Background: an optimization exercise with open tools, aiming at small area. Do not read the settings as production practice. In this exercise RTL edits were held to simulation tests only and were not proved equivalent to the original. Power and IR drop assume default switching activity.

### flow/config.mk
export PLATFORM = sky130hd
export DESIGN_NAME = udp_rx_top
export DESIGN_NICKNAME = udp_rx_top
export VERILOG_FILES = /design/flow/design.v
export SDC_FILE = /design/flow/constraint.sdc
export NUM_CORES = 4
export LEC_CHECK = 0
export CAP_MARGIN = 20
export CORE_MARGIN = 2
export CORE_UTILIZATION = 45
export SLEW_MARGIN = 20
export SYNTH_MEMORY_MAX_BITS = 8192
### flow/constraint.sdc
create_clock -name core_clock -period 9.0 [get_ports {clk_125m}]
set_input_delay 1.8000 -clock core_clock [delete_from_list [all_inputs] [get_ports {clk_125m}]]
set_output_delay 1.8000 -clock core_clock [all_outputs]
set_load 0.01 [all_outputs]
### flow/design.v
package udp_rx_pkg;
	localparam logic [47:0] FPGA_MAC  = 48'h00D0_0800_0002;
	localparam logic [31:0] FPGA_IP   = 32'hC0A8_006E;    
	localparam logic [15:0] FPGA_PORT = 16'd8080;
	localparam logic [15:0] ETH_TYPE_IP    = 16'h0800;
	localparam logic [15:0] ETH_TYPE_ARP   = 16'h0806;
	localparam logic [7:0]  IP_VER_IHL     = 8'h45;       
	localparam logic [7:0]  PROTO_UDP      = 8'h11;
	localparam logic [15:0] ARP_OP_REQUEST = 16'h0001;
	localparam int ETH_LEN  = 14;
	localparam int IP_LEN   = 20;
	localparam int UDP_LEN  = 8;
	localparam int FLAG_LEN = 4;
	localparam int ARP_LEN  = 28;
	localparam logic [31:0] FLAG_AD    = 32'hAD86_86DA;
	localparam logic [31:0] FLAG_MOTOR = 32'hE1EC_0C0D;
	localparam logic [31:0] FLAG_DDC   = 32'hDDC0_0264;
	localparam logic [31:0] FLAG_DDR   = 32'hDD30_DD30;
	localparam logic [31:0] BASE_AD    = 32'h4000_0000;
	localparam logic [31:0] BASE_MOTOR = 32'h0000_0000;
	localparam logic [31:0] BASE_DDC   = 32'h8000_0000;
	localparam logic [31:0] BASE_DDR   = 32'hC000_0000;
	localparam logic [31:0] SUM_OFFSET = 32'h0000_0010;
	localparam int DATA_W     = 16;
	localparam int BEAT_BYTES = DATA_W / 8;
	localparam int ADDR_W     = 32;
	localparam int ID_W       = 4;
	localparam int LEN_W      = 8;                        
	localparam int MAX_PAYLOAD     = 512;
	localparam int WDOG_W          = 9;                   
	localparam int FIFO_DEPTH      = 4;
	localparam int BEAT_FIFO_DEPTH = MAX_PAYLOAD / BEAT_BYTES;
	typedef struct packed {
		logic [ADDR_W-1:0] addr;
		logic [ID_W-1:0]   id;
		logic [LEN_W-1:0]  len;                           
	} wr_desc_t;
	typedef logic [DATA_W-1:0] beat_t;
	function automatic logic flag_known(input logic [31:0] flag);
		flag_known = (flag == FLAG_AD) || (flag == FLAG_MOTOR) ||
			(flag == FLAG_DDC) || (flag == FLAG_DDR);
	endfunction
	function automatic logic [ADDR_W-1:0] flag_base(input logic [31:0] flag);
		case (flag)
			FLAG_AD:    flag_base = BASE_AD;
			FLAG_MOTOR: flag_base = BASE_MOTOR;
			FLAG_DDC:   flag_base = BASE_DDC;
			FLAG_DDR:   flag_base = BASE_DDR;
			default:    flag_base = '0;
		endcase
	endfunction
	function automatic logic [ID_W-1:0] flag_id(input logic [31:0] flag);
		case (flag)
			FLAG_AD:    flag_id = ID_W'(1);
			FLAG_MOTOR: flag_id = ID_W'(2);
			FLAG_DDC:   flag_id = ID_W'(3);
			FLAG_DDR:   flag_id = ID_W'(4);
			default:    flag_id = '0;
		endcase
	endfunction
endpackage
`timescale 1ns/1ps
module stage_fifo #(
	parameter int  WIDTH     = 8,
	parameter int  DEPTH     = 4
) (
	input  logic     clk_125m,
	input  logic     sys_rst,
	input  logic     i_push,
	input  logic [WIDTH-1:0] i_data,
	input  logic     i_pop,
	output logic [WIDTH-1:0] o_data,
	output logic     o_full,
	output logic     o_empty
);
	localparam int PTR_W = (DEPTH > 1) ? $clog2(DEPTH) : 1;
	logic [WIDTH-1:0] mem [DEPTH];
	logic [PTR_W-1:0] wr_ptr, rd_ptr;
	logic [PTR_W:0]   count;
	function automatic logic [PTR_W-1:0] ptr_inc(input logic [PTR_W-1:0] ptr);
		ptr_inc = (ptr == PTR_W'(DEPTH - 1)) ? '0 : ptr + 1'b1;
	endfunction
	always_ff @(posedge clk_125m) begin
		if (i_push)
			mem[wr_ptr] <= i_data;
	end
	always_ff @(posedge clk_125m) begin
		if (sys_rst) begin
			wr_ptr <= '0;
			rd_ptr <= '0;
			count  <= '0;
		end else begin
			if (i_push)
				wr_ptr <= ptr_inc(wr_ptr);
			if (i_pop)
				rd_ptr <= ptr_inc(rd_ptr);
			case ({i_push, i_pop})
				2'b10:   count <= count + 1'b1;
				2'b01:   count <= count - 1'b1;
				default: count <= count;
			endcase
		end
	end
	assign o_data  = mem[rd_ptr];                         
	assign o_full  = (count == (PTR_W + 1)'(DEPTH));
	assign o_empty = (count == '0);
endmodule
`timescale 1ns/1ps
module eth_frame_parser (
	input  logic                 clk_125m,
	input  logic                 sys_rst,
	input  logic [7:0]           i_rx_data,
	input  logic                 i_rx_valid,
	input  logic                 i_rx_last,
	input  logic                 i_desc_full,
	input  logic                 i_beat_full,
	output logic                 o_rx_ready,
	output logic                 o_desc_push,
	output udp_rx_pkg::wr_desc_t o_desc,
	output logic                 o_beat_push,
	output udp_rx_pkg::beat_t    o_beat,
	output logic [47:0]          o_pc_mac,
	output logic [31:0]          o_pc_ip,
	output logic                 o_trig_arp
);
	localparam int UDP_BASE  = udp_rx_pkg::ETH_LEN + udp_rx_pkg::IP_LEN;
	localparam int FLAG_BASE = UDP_BASE + udp_rx_pkg::UDP_LEN;
	localparam int HDR_LAST  = FLAG_BASE + udp_rx_pkg::FLAG_LEN - 1;
	localparam int ARP_LAST  = udp_rx_pkg::ETH_LEN + udp_rx_pkg::ARP_LEN - 1;
	localparam int BEAT_SH   = $clog2(udp_rx_pkg::BEAT_BYTES);
	localparam int PH_W      = (BEAT_SH > 0) ? BEAT_SH : 1;
	typedef enum logic [2:0] {
		ST_IDLE, ST_ETH, ST_ARP, ST_HDR, ST_DESC, ST_PAYLOAD, ST_DISCARD
	} prs_state_t;
	prs_state_t        state;
	logic [6:0]        byte_cnt;                           
	logic [PH_W-1:0]   phase;                              
	logic [udp_rx_pkg::LEN_W:0]    beats_left;
	logic [udp_rx_pkg::DATA_W-9:0] beat_sr;
	logic              rx_fire;
	logic [47:0] da_mac, sa_mac, arp_sha;
	logic [31:0] src_ip, dst_ip, flag, arp_spa;
	logic [23:0] arp_tpa_hi;
	logic [15:0] dst_port, udp_len, arp_op;
	logic [7:0]  type_hi, ip_ver, ip_proto;
	logic        arp_ok;
	logic [15:0] pay_len, n_beats, beats_m1;
	logic        hdr_ok, arp_match, arp_accept, phase_last;
	assign rx_fire    = i_rx_valid && o_rx_ready;
	assign phase_last = (phase == PH_W'(udp_rx_pkg::BEAT_BYTES - 1));
	assign arp_match  = (arp_op == udp_rx_pkg::ARP_OP_REQUEST) && ({arp_tpa_hi, i_rx_data} == udp_rx_pkg::FPGA_IP);
	assign arp_accept = (state == ST_ARP) && rx_fire && i_rx_last &&
		((byte_cnt == ARP_LAST) ? arp_match : (arp_ok && byte_cnt > ARP_LAST));
	assign pay_len  = udp_len - 16'(udp_rx_pkg::UDP_LEN + udp_rx_pkg::FLAG_LEN);
	assign n_beats  = pay_len >> BEAT_SH;
	assign beats_m1 = n_beats - 16'd1;
	assign hdr_ok = (da_mac == udp_rx_pkg::FPGA_MAC) && (sa_mac == o_pc_mac) &&
		(ip_ver == udp_rx_pkg::IP_VER_IHL) && (ip_proto == udp_rx_pkg::PROTO_UDP) &&
		(src_ip == o_pc_ip) && (dst_ip == udp_rx_pkg::FPGA_IP) &&
		(dst_port == udp_rx_pkg::FPGA_PORT) && udp_rx_pkg::flag_known(flag) &&
		(udp_len > 16'(udp_rx_pkg::UDP_LEN + udp_rx_pkg::FLAG_LEN)) &&
		((pay_len % udp_rx_pkg::BEAT_BYTES) == 0) && (pay_len <= udp_rx_pkg::MAX_PAYLOAD);
	always_comb begin
		case (state)
			ST_ETH, ST_ARP, ST_HDR, ST_DISCARD: o_rx_ready = 1'b1;
			ST_PAYLOAD:                         o_rx_ready = !i_beat_full;
			default:                            o_rx_ready = 1'b0;
		endcase
	end
	assign o_desc_push = (state == ST_DESC) && hdr_ok && !i_desc_full;
	assign o_beat_push = (state == ST_PAYLOAD) && rx_fire && phase_last;
	assign o_beat      = {beat_sr, i_rx_data};             
	always_comb begin
		o_desc.addr = udp_rx_pkg::flag_base(flag) | udp_rx_pkg::SUM_OFFSET;
		o_desc.id   = udp_rx_pkg::flag_id(flag);
		o_desc.len  = beats_m1[udp_rx_pkg::LEN_W-1:0];
	end
	always_ff @(posedge clk_125m) begin
		if (rx_fire) begin
			case (state)
				ST_ETH: begin
					if (byte_cnt < 6)
						da_mac <= {da_mac[39:0], i_rx_data};
					else if (byte_cnt < 12)
						sa_mac <= {sa_mac[39:0], i_rx_data};
					else if (byte_cnt == 12)
						type_hi <= i_rx_data;
				end
				ST_HDR: begin
					if (byte_cnt == udp_rx_pkg::ETH_LEN)
						ip_ver <= i_rx_data;
					if (byte_cnt == udp_rx_pkg::ETH_LEN + 9)
						ip_proto <= i_rx_data;
					if (byte_cnt >= udp_rx_pkg::ETH_LEN + 12 && byte_cnt < udp_rx_pkg::ETH_LEN + 16)
						src_ip <= {src_ip[23:0], i_rx_data};
					if (byte_cnt >= udp_rx_pkg::ETH_LEN + 16 && byte_cnt < UDP_BASE)
						dst_ip <= {dst_ip[23:0], i_rx_data};
					if (byte_cnt == UDP_BASE + 2 || byte_cnt == UDP_BASE + 3)
						dst_port <= {dst_port[7:0], i_rx_data};
					if (byte_cnt == UDP_BASE + 4 || byte_cnt == UDP_BASE + 5)
						udp_len <= {udp_len[7:0], i_rx_data};
					if (byte_cnt >= FLAG_BASE)
						flag <= {flag[23:0], i_rx_data};
				end
				ST_ARP: begin
					if (byte_cnt == udp_rx_pkg::ETH_LEN + 6 || byte_cnt == udp_rx_pkg::ETH_LEN + 7)
						arp_op <= {arp_op[7:0], i_rx_data};
					if (byte_cnt >= udp_rx_pkg::ETH_LEN + 8 && byte_cnt < udp_rx_pkg::ETH_LEN + 14)
						arp_sha <= {arp_sha[39:0], i_rx_data};    
					if (byte_cnt >= udp_rx_pkg::ETH_LEN + 14 && byte_cnt < udp_rx_pkg::ETH_LEN + 18)
						arp_spa <= {arp_spa[23:0], i_rx_data};    
					if (byte_cnt >= udp_rx_pkg::ETH_LEN + 24 && byte_cnt < ARP_LAST)
						arp_tpa_hi <= {arp_tpa_hi[15:0], i_rx_data};
					if (byte_cnt == ARP_LAST)
						arp_ok <= arp_match;
				end
				ST_PAYLOAD: beat_sr <= (udp_rx_pkg::DATA_W - 8)'({beat_sr, i_rx_data});
				default: ;
			endcase
		end
	end
	always_ff @(posedge clk_125m) begin
		if (sys_rst) begin
			state      <= ST_IDLE;
			byte_cnt   <= '0;
			phase      <= '0;
			beats_left <= '0;
			o_pc_mac   <= '0;
			o_pc_ip    <= '0;
			o_trig_arp <= 1'b0;
		end else begin
			o_trig_arp <= arp_accept;
			if (arp_accept) begin
				o_pc_mac <= arp_sha;
				o_pc_ip  <= arp_spa;
			end
			if (rx_fire && byte_cnt != '1)
				byte_cnt <= byte_cnt + 1'b1;
			case (state)
				ST_IDLE: begin
					byte_cnt <= '0;
					state    <= ST_ETH;
				end
				ST_ETH: if (rx_fire) begin
					if (i_rx_last)
						state <= ST_IDLE;                         
					else if (byte_cnt == udp_rx_pkg::ETH_LEN - 1) begin
						if ({type_hi, i_rx_data} == udp_rx_pkg::ETH_TYPE_ARP)
							state <= ST_ARP;
						else if ({type_hi, i_rx_data} == udp_rx_pkg::ETH_TYPE_IP)
							state <= ST_HDR;
						else
							state <= ST_DISCARD;
					end
				end
				ST_HDR: if (rx_fire) begin
					if (i_rx_last)
						state <= ST_IDLE;
					else if (byte_cnt == HDR_LAST)
						state <= ST_DESC;
				end
				ST_DESC: begin
					phase      <= '0;
					beats_left <= n_beats[udp_rx_pkg::LEN_W:0];
					if (!hdr_ok)
						state <= ST_DISCARD;
					else if (!i_desc_full)
						state <= ST_PAYLOAD;                      
				end
				ST_PAYLOAD: if (rx_fire) begin
					phase <= phase_last ? '0 : phase + 1'b1;
					if (phase_last)
						beats_left <= beats_left - 1'b1;
					if (i_rx_last)
						state <= ST_IDLE;
					else if (phase_last && beats_left == 1)
						state <= ST_DISCARD;                      
				end
				ST_ARP, ST_DISCARD: if (rx_fire && i_rx_last) state <= ST_IDLE;
				default: state <= ST_IDLE;
			endcase
		end
	end
endmodule
`timescale 1ns/1ps
module axi_burst_writer (
	input  logic                         clk_125m,
	input  logic                         sys_rst,
	input  udp_rx_pkg::wr_desc_t         i_desc,
	input  logic                         i_desc_empty,
	input  udp_rx_pkg::beat_t            i_beat,
	input  logic                         i_beat_empty,
	input  logic                         i_awready,
	input  logic                         i_wready,
	input  logic                         i_bvalid,
	input  logic [1:0]                   i_bresp,
	output logic                         o_desc_pop,
	output logic                         o_beat_pop,
	output logic [udp_rx_pkg::ID_W-1:0]   o_awid,
	output logic [udp_rx_pkg::ADDR_W-1:0] o_awaddr,
	output logic [udp_rx_pkg::LEN_W-1:0]  o_awlen,
	output logic                         o_awvalid,
	output logic [udp_rx_pkg::DATA_W-1:0] o_wdata,
	output logic                         o_wlast,
	output logic                         o_wvalid,
	output logic                         o_bready,
	output logic                         o_wr_timeout
);
	typedef enum logic [2:0] {W_IDLE, W_ADDR, W_DATA, W_RESP, W_TIMEOUT} wr_state_t;
	wr_state_t         state, state_nx;
	logic [udp_rx_pkg::WDOG_W-1:0] wdog;
	logic [udp_rx_pkg::LEN_W:0]    beats_rem;                         
	logic              wdog_fire;
	logic              w_fire;
	assign wdog_fire = wdog[udp_rx_pkg::WDOG_W-1];
	assign w_fire    = o_wvalid && i_wready;
	always_comb begin
		state_nx = state;
		case (state)
			W_IDLE: if (!i_desc_empty) state_nx = W_ADDR;
			W_ADDR: begin
				if (wdog_fire)
					state_nx = W_TIMEOUT;
				else if (i_awready)
					state_nx = W_DATA;
			end
			W_DATA: begin
				if (wdog_fire)
					state_nx = W_TIMEOUT;
				else if (w_fire && o_wlast)
					state_nx = W_RESP;
			end
			W_RESP: begin
				if (wdog_fire)
					state_nx = W_TIMEOUT;
				else if (i_bvalid)
					state_nx = W_IDLE;
			end
			W_TIMEOUT: begin
				if (beats_rem == '0 || (o_beat_pop && beats_rem == 1))
					state_nx = W_IDLE;
			end
			default: state_nx = W_IDLE;
		endcase
	end
	always_ff @(posedge clk_125m) begin
		if (sys_rst) begin
			state        <= W_IDLE;
			wdog         <= '0;
			beats_rem    <= '0;
			o_wr_timeout <= 1'b0;
		end else begin
			state        <= state_nx;
			o_wr_timeout <= (state_nx == W_TIMEOUT) && (state != W_TIMEOUT);
			if (state_nx != state || state == W_IDLE || state == W_TIMEOUT || w_fire)
				wdog <= '0;
			else
				wdog <= wdog + 1'b1;
			if (o_desc_pop)
				beats_rem <= {1'b0, i_desc.len} + 1'b1;
			else if (o_beat_pop)
				beats_rem <= beats_rem - 1'b1;
		end
	end
	always_ff @(posedge clk_125m) begin
		if (o_desc_pop) begin
			o_awaddr <= i_desc.addr;
			o_awid   <= i_desc.id;
			o_awlen  <= i_desc.len;
		end
	end
	assign o_desc_pop = (state == W_IDLE) && !i_desc_empty;
	assign o_awvalid  = (state == W_ADDR);
	assign o_wvalid   = (state == W_DATA) && !i_beat_empty;
	assign o_wdata    = i_beat;
	assign o_wlast    = (state == W_DATA) && (beats_rem == 1);
	assign o_bready   = (state == W_RESP);
	assign o_beat_pop = w_fire ||
		((state == W_TIMEOUT) && !i_beat_empty && beats_rem != '0);
endmodule
`timescale 1ns/1ps
module udp_rx_top (
	input  logic                         clk_125m,
	input  logic                         sys_rst,
	input  logic [7:0]                   i_rx_data,
	input  logic                         i_rx_valid,
	input  logic                         i_rx_last,
	output logic                         o_rx_ready,
	output logic [udp_rx_pkg::ID_W-1:0]   o_awid,
	output logic [udp_rx_pkg::ADDR_W-1:0] o_awaddr,
	output logic [udp_rx_pkg::LEN_W-1:0]  o_awlen,
	output logic                         o_awvalid,
	input  logic                         i_awready,
	output logic [udp_rx_pkg::DATA_W-1:0] o_wdata,
	output logic                         o_wlast,
	output logic                         o_wvalid,
	input  logic                         i_wready,
	input  logic                         i_bvalid,
	input  logic [1:0]                   i_bresp,
	output logic                         o_bready,
	output logic [47:0]                  o_pc_mac,
	output logic [31:0]                  o_pc_ip,
	output logic                         o_trig_arp,
	output logic                         o_wr_timeout
);
	udp_rx_pkg::wr_desc_t desc_in, desc_out;
	udp_rx_pkg::beat_t    beat_in, beat_out;
	logic     desc_push, desc_pop, desc_full, desc_empty;
	logic     beat_push, beat_pop, beat_full, beat_empty;
	eth_frame_parser i_eth_frame_parser (
		.clk_125m    (clk_125m),
		.sys_rst     (sys_rst),
		.i_rx_data   (i_rx_data),
		.i_rx_valid  (i_rx_valid),
		.i_rx_last   (i_rx_last),
		.i_desc_full (desc_full),
		.i_beat_full (beat_full),
		.o_rx_ready  (o_rx_ready),
		.o_desc_push (desc_push),
		.o_desc      (desc_in),
		.o_beat_push (beat_push),
		.o_beat      (beat_in),
		.o_pc_mac    (o_pc_mac),
		.o_pc_ip     (o_pc_ip),
		.o_trig_arp  (o_trig_arp)
	);
	stage_fifo #(.WIDTH(udp_rx_pkg::ADDR_W + udp_rx_pkg::ID_W + udp_rx_pkg::LEN_W), .DEPTH(udp_rx_pkg::FIFO_DEPTH)) i_desc_fifo (
		.clk_125m (clk_125m),
		.sys_rst  (sys_rst),
		.i_push   (desc_push),
		.i_data   (desc_in),
		.i_pop    (desc_pop),
		.o_data   (desc_out),
		.o_full   (desc_full),
		.o_empty  (desc_empty)
	);
	stage_fifo #(.WIDTH(udp_rx_pkg::DATA_W), .DEPTH(udp_rx_pkg::BEAT_FIFO_DEPTH)) i_beat_fifo (
		.clk_125m (clk_125m),
		.sys_rst  (sys_rst),
		.i_push   (beat_push),
		.i_data   (beat_in),
		.i_pop    (beat_pop),
		.o_data   (beat_out),
		.o_full   (beat_full),
		.o_empty  (beat_empty)
	);
	axi_burst_writer i_axi_burst_writer (
		.clk_125m     (clk_125m),
		.sys_rst      (sys_rst),
		.i_desc       (desc_out),
		.i_desc_empty (desc_empty),
		.i_beat       (beat_out),
		.i_beat_empty (beat_empty),
		.i_awready    (i_awready),
		.i_wready     (i_wready),
		.i_bvalid     (i_bvalid),
		.i_bresp      (i_bresp),
		.o_desc_pop   (desc_pop),
		.o_beat_pop   (beat_pop),
		.o_awid       (o_awid),
		.o_awaddr     (o_awaddr),
		.o_awlen      (o_awlen),
		.o_awvalid    (o_awvalid),
		.o_wdata      (o_wdata),
		.o_wlast      (o_wlast),
		.o_wvalid     (o_wvalid),
		.o_bready     (o_bready),
		.o_wr_timeout (o_wr_timeout)
	);
endmodule
### flow/run.sh
#!/bin/bash
# synth_recipe.tcl (not shown) runs the flow's synth.tcl, then flattens the netlist and writes it again
# the make line also repeats each setting of config.mk as NAME=value (left out here)
make -C /OpenROAD-flow-scripts/flow DESIGN_CONFIG=/design/flow/config.mk WORK_HOME=/design/flow/orfs CLKGATE_MAP_FILE= SYNTH_SCRIPT=/design/flow/synth_recipe.tcl finish
==> run notes <==
Cells and area
Leaving out fill and tap cells, the most frequent cell in the layout is edfxtp_1. The combined flip-flop and latch cell area is 0.140 mm^2. The signed area change from the synthesized netlist to the final layout is 13.8%. The count of fill cells added during filler insertion is 31.0k. Of the cells placed in the final design, the portion with a size suffix greater than 1 is 25.1%. The multi-input combinational cell area is 0.0391 mm^2. The final non-filler cell total is 14.5k. The post-layout utilization of the core is 51.4%. The top cell types in the final layout, fill and taps aside, are edfxtp_1, mux4_2, clkbuf_16, nor2_1, mux2i_1. The final layout contains 8856 nets.

Route
Once detail routing completed, the nets flagged for antenna violations numbered 0. The remaining routing DRC violations is 0. After detailed routing, the average wire length per cell comes to 30.3 um.

For this block, the via count after detailed routing is 85.7k. The final wirelength is 438000 um. The via density per instance is 5.93.

The first-pass iteration count of the detailed router is 6. In this run, the number of DRC markers left after iteration 0 of detailed routing was 9344.

Floorplan
The initial utilization of the core area, before any placement, comes to 45.2%. The total number of placement rows is 232. The placeable core region is 0.399 mm^2.

The overall die width is 637 um. The die height is 637 um. The die covers 0.406 mm^2.

164 I/O pins were placed.

Clocking
Clock tree synthesis found a total of 4703 sinks. The number of gates resized after CTS was 0. Clock-pin slew was measured on the worst setup and hold paths at 0.06 ns.

The count of hold buffers inserted by post-cts repair is 0. TritonCTS built the clock tree. Post-CTS timing repair inserted 0 buffers for setup. The clock passes through at most 4 buffers. CTS built an H-tree with a depth of 5. TritonCTS created 466 clock buffers.

The master cell of the clock root buffer is clkbuf_16. The worst-skew pair later-pin latency is 1.02 ns.

Yosys
The sequential element share of the synthesized area is 77.3%. After synthesis the cells add up to 0.180 mm^2. In the synthesized netlist the dominant register cell turns out to be edfxtp_1. Synthesis produced a netlist whose cell count is 8203. The number of synthesized flops with an enable pin is 4538. In this run the mean area of a mapped cell was 22.0 um^2. The number of flip-flops and latches in the synthesized netlist is 4703. In the synthesized netlist the async set-or-reset flop fraction comes to 0%. Counting distinct cell types in the post-synthesis netlist gives 79.

The count of yosys warnings during synthesis is 4.

Placement
The count of buffers from port buffering is 130. Summed over all nets, the half-perimeter wirelength after detailed placement is 256000 um. The final weighted congestion in routability-driven placement is 0.840. The total instance count after detailed placement is 13.6k.

Setup path
The reg-to-reg startpoint is i_axi_burst_writer.beats_rem[0]$_SDFFE_PP0P_. Together, buffers and inverters on the worst path number 3. The worst register-to-register path has a depth of 15.

The required time at the worst-slack endpoint is 7.20 ns. The kind of start point of the critical path is a flop. The terminus of the critical flop-to-flop path is i_beat_fifo.count[8]$_SDFFE_PP0P_.

The endpoint class of the critical path is an output pin. The worst endpoint data arrival time is 5.94 ns. Grouping stages by cell kind, the critical path spends the most delay in compound AO/OA/AOI/OAI gates. The largest single stage delay on the critical path is 0.97 ns.

In this run the number of cells on the critical path is 9. The cell with the largest stage delay on the worst path is dfxtp_4. Of all nets on the critical path, the largest fanout is 25. Walking the worst path, the cells encountered are buf_12, buf_4, mux4_2, mux2i_1, a22oi_1, nand4_1, a211o_1, a31oi_1, clkdlybuf4s50_1. The class of the most critical setup path is flop to output pin. The internal reg-to-reg setup slack is 3.91 ns.

GRT
Global routing used 21.3% of the available tracks across all layers. The pin count of the biggest net entering global routing is 170. For this run the aggregate overflow at the end of global routing stands at 0.

The number of global-route vias before repair is 87.0k. The first global-routing pass estimated 628000 um of wire. The number of antenna violations at the first check in global routing is 13.

Power and ir drop
The static leakage is 61.1 nW. Across the VDD grid, the largest voltage drop is 0.000164 V. Dividing total power by cell area gives a power density of 214 mW/mm^2.

Worst hold path
The min-delay analysis places its worst path in the category flop to flop. The source of the worst hold timing path is i_eth_frame_parser.arp_tpa_hi[11]$_DFFE_PP_. For hold timing, the worst endpoint is i_eth_frame_parser.arp_tpa_hi[19]$_DFFE_PP_.

Along the worst hold path, the cell count comes to 0.

Timing
Counting I/O delays and the setup requirement, the final critical path takes 7.74 ns. Headroom to the max-slew limit came out at 9.81%. Based on the critical path, the design can be clocked at up to 129 MHz. For the pin with the worst max-slew slack, the measured transition is 1.35 ns. The count of pins over their slew limit is 0.

The largest clock skew in the final design is 0.118 ns. The number of failing setup endpoints in the final timing report is 0. The final hold violation count is 0. The portion of the clock cycle consumed by the worst path in the final layout is 86.0%. The total negative slack is 0 ns. Setup repair after global routing left no endpoint under its margin.

Run
The tool flagged a number of max-cap violations equal to 0.

Run status
The flow ran to the end and the layout has no timing, DRC or antenna violations.
-- cell usage after synthesis, types with 4 or more instances --
library cell | instances | area share (%)
edfxtp_1 | 4538 | 76
xor2_1 | 48 | 0.23
ha_1 | 33 | 0.23
inv_1 | 35 | 0.073
and3b_1 | 4 | 0.019
a211oi_1 | 24 | 0.10
or4b_2 | 4 | 0.022
o22ai_1 | 19 | 0.066
a31oi_1 | 23 | 0.080
or4_1 | 5 | 0.021
mux2i_1 | 372 | 2.1
nor4bb_1 | 11 | 0.061
buf_1 | 68 | 0.14
nand4_1 | 103 | 0.36
and3_1 | 10 | 0.035
mux4_2 | 1149 | 14
nor2_1 | 454 | 0.94
clkbuf_1 | 170 | 0.35
or3_1 | 8 | 0.028
nand3_1 | 46 | 0.13
nand2_1 | 89 | 0.19
dfxtp_1 | 165 | 1.8
nor3b_1 | 9 | 0.037
o31ai_1 | 6 | 0.025
a22oi_1 | 179 | 0.74
nor3_1 | 38 | 0.11
nand2b_1 | 26 | 0.090
and4_1 | 7 | 0.034
o21ai_0 | 36 | 0.10
buf_4 | 74 | 0.31
xnor2_1 | 82 | 0.40
nor4_1 | 52 | 0.18
and2_1 | 8 | 0.028
o21a_1 | 4 | 0.017
nor2b_1 | 16 | 0.055
nor4b_1 | 21 | 0.10
nand3b_1 | 8 | 0.033
nand4b_1 | 6 | 0.029
buf_2 | 128 | 0.35
a21oi_1 | 52 | 0.14
a211o_1 | 16 | 0.078
-- logic make-up (layout without fill, tap and decap cells) --
group | Yosys count | count (layout) | synth area share [%]
AO/OA/AOI/OAI | 392 | 392 | 1.53
XOR/XNOR | 130 | 130 | 0.631
adder cells (fa/ha/maj) | 35 | 35 | 0.251
buffers and inverters | 477 | 1442 | 1.24
flip-flops | 4703 | 4703 | 77.3
multiplexers | 1523 | 1523 | 16.4
other | 2 | 35 | 0.00416
AND/OR/NAND/NOR | 941 | 941 | 2.59
-- power breakdown --
part,total (mW),internal (mW),switching [mW],leakage (nW)
clock,19.0,10.9,8.14,7.26
sequential,24.1,24.0,0.116,42.1
combinational,0.770,0.221,0.550,11.8
total,43.9,35.1,8.80,61.1
-- state kept, by name (all words and copies together), names as in the netlist, 48 cells and up, named ones only --
register	count
i_desc_fifo.mem	52
i_eth_frame_parser.o_pc_mac	48
i_eth_frame_parser.sa_mac	48
i_eth_frame_parser.da_mac	48
i_beat_fifo.mem	4096
i_eth_frame_parser.arp_sha	48
-- through the flow --
stage          total power, mW  hold slack, ns  worst slack, ns  cell area (um^2)
4_1_cts                   44.3           0.420             1.08            205000
2_1_floorplan             24.9           0.418             2.98            181000
3_3_place_gp              25.3           0.422             1.95            190000
5_1_grt                   45.1           0.436             1.01            205000
6_report                  43.9           0.434             1.26            205000
3_5_place_dp              25.3           0.430             2.16            190000
-- routing by layer --
layer | vias to the layer above | part of all wire, % | GRT usage (%)
li1 | 35663 | - | -
met1 | 46264 | 42 | 30.4
met2 | 3216 | 48 | 34.4
met3 | 591 | 7.7 | 3.79
met4 | 2 | 2.5 | 5.49
met5 | - | 0.0030 | 0
-- worst max-delay path by stage --
stage | startpoint | endpoint | slack, ns
floorplan | i_rx_valid | i_eth_frame_parser.da_mac[0]$_DFFE_PP_ | 2.98
global placement | i_rx_data[4] | i_eth_frame_parser.o_pc_mac[4]$_SDFFE_PP0P_ | 1.95
detailed placement | flop | o_wdata[13] | 2.16
CTS | flop | o_wdata[13] | 1.08
global route | flop | o_wdata[0] | 1.01
finish | flop | o_wdata[9] | 1.26
-- layout make-up --
cell class	instances	share of cell area [%]
clock inverters	271	1.25
repair buffers	545	2.44
well taps	5265	3.21
inverters	36	0.0658
clock buffers	590	6.02
multi-input cells	3052	19.0
diodes	4	0.00487
flip-flops and latches	4703	68.0

[port drivers added, routing unchanged]
In the flow no input, the clock included, has a driving cell. The finished layout below was timed again as built, in two steps. Step 1 (the two cells are an assumption about what drives the block):
set clk [get_ports {clk_125m}]
set_driving_cell -lib_cell sky130_fd_sc_hd__clkbuf_16 $clk
set_driving_cell -lib_cell sky130_fd_sc_hd__buf_2 [delete_from_list [all_inputs] $clk]
Step 2 adds t to the input delays and takes it off the output delays; t is the mean of the earliest and latest rising clock arrival at the registers after step 1. Input paths then give back, and output paths get back, about the clock's delay inside the block. Three values: ideal, step 1, step 2; two values: the first two.
shift t [ns]: 1.072
setup slack, ns: 1.256 / 1.146 / 2.218
hold slack, ns: 0.434 / 0.434 / 0.434
worst data-port slew with drivers (ns): 0.10
After both steps setup and hold are still met in this run. The setup slack of this run moves by -0.110 ns with the drivers and by +0.962 ns with both steps.
